Background: an optimization exercise with open tools, aiming at small area and a short achievable clock period. Do not read the settings as production practice. The RTL was checked by simulation tests, not by an equivalence proof against the original design.

## north
==> module pm_ctr, before the edit <==
module pm_ctr #(
  parameter int W  = 64,
  parameter int SW = 16
) (
  input  logic         clk_i,
  input  logic         ld_i,
  input  logic [W-1:0] wd_i,
  input  logic         en_i,
  output logic [W-1:0] q_o
);
  localparam int NS = W / SW;
  logic [NS-1:0] ones;      
  logic [NS-1:0] se;        
  logic [W-1:0]  c;         
  always_comb begin
    se[0] = en_i;
    for (int s = 1; s < NS; s++) se[s] = se[s-1] & ones[s-1];
  end
  for (genvar s = 0; s < NS; s++) begin : g_seg
    logic [SW-1:0] qs;
    logic [SW/4-1:0] g4;
    assign qs = q_o[SW*s +: SW];
    for (genvar k = 0; k < SW/4; k++) begin : g_g4
      assign g4[k] = &qs[4*k +: 4];
    end
    for (genvar i = 0; i < SW; i++) begin : g_bit
      localparam int K = i / 4;
      localparam logic [SW/4-1:0] GM = (SW/4)'((64'd1 << K) - 1);
      localparam logic [SW-1:0]   QM = SW'(((64'd1 << i) - 1) & ~((64'd1 << (4*K)) - 1));
      assign c[SW*s + i] = se[s] & (&(g4 | ~GM)) & (&(qs | ~QM));
    end
    if (s < NS - 1) begin : g_ones
      always_ff @(posedge clk_i) begin
        ones[s] <= (ld_i & (&wd_i[SW*s +: SW]))
                 | (!ld_i & se[s] & (qs == {{(SW-1){1'b1}}, 1'b0}))
                 | (!ld_i & !se[s] & ones[s]);
      end
    end else begin : g_last
      assign ones[s] = 1'b0;
    end
  end
  always_ff @(posedge clk_i) begin
    q_o <= ld_i ? wd_i : q_o ^ c;
  end
endmodule
==> flow/config.mk <==
export PLATFORM = sky130hd
export DESIGN_NAME = perf_monitor
export DESIGN_NICKNAME = perf_monitor
export VERILOG_FILES = /design/flow/design.v
export SDC_FILE = /design/flow/constraint.sdc
export NUM_CORES = 4
export LEC_CHECK = 0
export CAP_MARGIN = 20
export CORE_MARGIN = 2
export CORE_UTILIZATION = 45
export SETUP_SLACK_MARGIN = 2.0
export SLEW_MARGIN = 20
export TNS_END_PERCENT = 5
==> flow/constraint.sdc <==
create_clock -name core_clock -period 4.0 [get_ports {clk_i}]
set_input_delay 0.8000 -clock core_clock [delete_from_list [all_inputs] [get_ports {clk_i}]]
set_output_delay 0.8000 -clock core_clock [all_outputs]
set_load 0.01 [all_outputs]
standard.sh (not shown) runs the stock make flow with config.mk's settings and CLKGATE_MAP_FILE= SYNTH_SCRIPT=/design/flow/synth_recipe.tcl, a recipe that flattens the netlist after the stock synthesis.
==> flow/flow/run.sh <==
#!/bin/bash
# Standard layout with these changes:
#  - slow wide OR/AND/NOR cells and the adder cells are on the don't-use list,
#    so synthesis (and repair) build the logic from faster cells;
#  - ports are buffered with buf_2 cells;
#  - clock tree: larger sink clusters and no dummy loads (fewer clock buffers).
set -euo pipefail
DU="$(cat flow/dont_use.txt)"
bash standard.sh "DONT_USE_CELLS=$DU" \
  "BUFFER_PORTS_ARGS=-buffer_cell sky130_fd_sc_hd__buf_2" \
  "CTS_ARGS=-sink_clustering_enable -repair_clock_nets -dont_use_dummy_load -sink_clustering_size 24 -sink_clustering_max_diameter 100" \
  finish > flow_make.log 2>&1
Other scripts of this flow, unchanged in this note and not shown: flow/flow/dont_use.txt
north completed every stage of the flow, and the final layout passed the timing, DRC and antenna checks.
The following lists how south was set up differently from north:
--- a/flow/design.v
+++ b/flow/design.v
@@ -238,9 +238,8 @@
     end
     if (s < NS - 1) begin : g_ones
       always_ff @(posedge clk_i) begin
-        ones[s] <= (ld_i & (&wd_i[SW*s +: SW]))
-                 | (!ld_i & se[s] & (qs == {{(SW-1){1'b1}}, 1'b0}))
-                 | (!ld_i & !se[s] & ones[s]);
+        if (ld_i)       ones[s] <= &wd_i[SW*s +: SW];
+        else if (se[s]) ones[s] <= (qs == {{(SW-1){1'b1}}, 1'b0});
       end
     end else begin : g_last
       assign ones[s] = 1'b0;
--- outcome ---
Having completed the whole flow, south delivered a layout that passed the timing, DRC and antenna checks.
north → south: combined area of the multi-input logic cells level; synthesis-to-layout area growth now larger; number of filler cells placed in the layout now sits higher; cell area +490 sq um; met2 layer usage reported by global route -3.0 points.
Against north as the reference, south delivers a higher cell count along the critical path.
Per the comparison of south with north, maximum fanout count along the critical path up 2, final count of hold timing violations flat.

[re-timing with driven ports]
The results above use ideal ports. As a check the final layouts listed here were re-extracted and re-timed, cells and wires unchanged.
Step 1 assumes that a clkbuf_16 drives the clock port and a buf_2 every other input.
Step 2, shift: input delay + t, output delay - t, t = (earliest + latest rising clock arrival at the registers) / 2. This alone moves slack from input paths to output paths.
Three values: ideal ports, drivers, drivers and shift; two values: the first two.
run | t, ns | setup WS [ns] | worst setup path after step 2 | latest minus earliest clock arrival (ns) | worst data-port slew with drivers (ns)
north | 0.777 | 1.769 / 1.686 / 0.958 | input to register | 0.091 / 0.092 | 0.19
south | 0.784 | 1.777 / 1.745 / 1.003 | input to register | 0.097 / 0.097 | 0.19
After both steps every run listed still meets setup and hold. For north, which loses most, drivers alone change the setup slack by -0.083 ns; drivers and shift together by -0.811 ns.
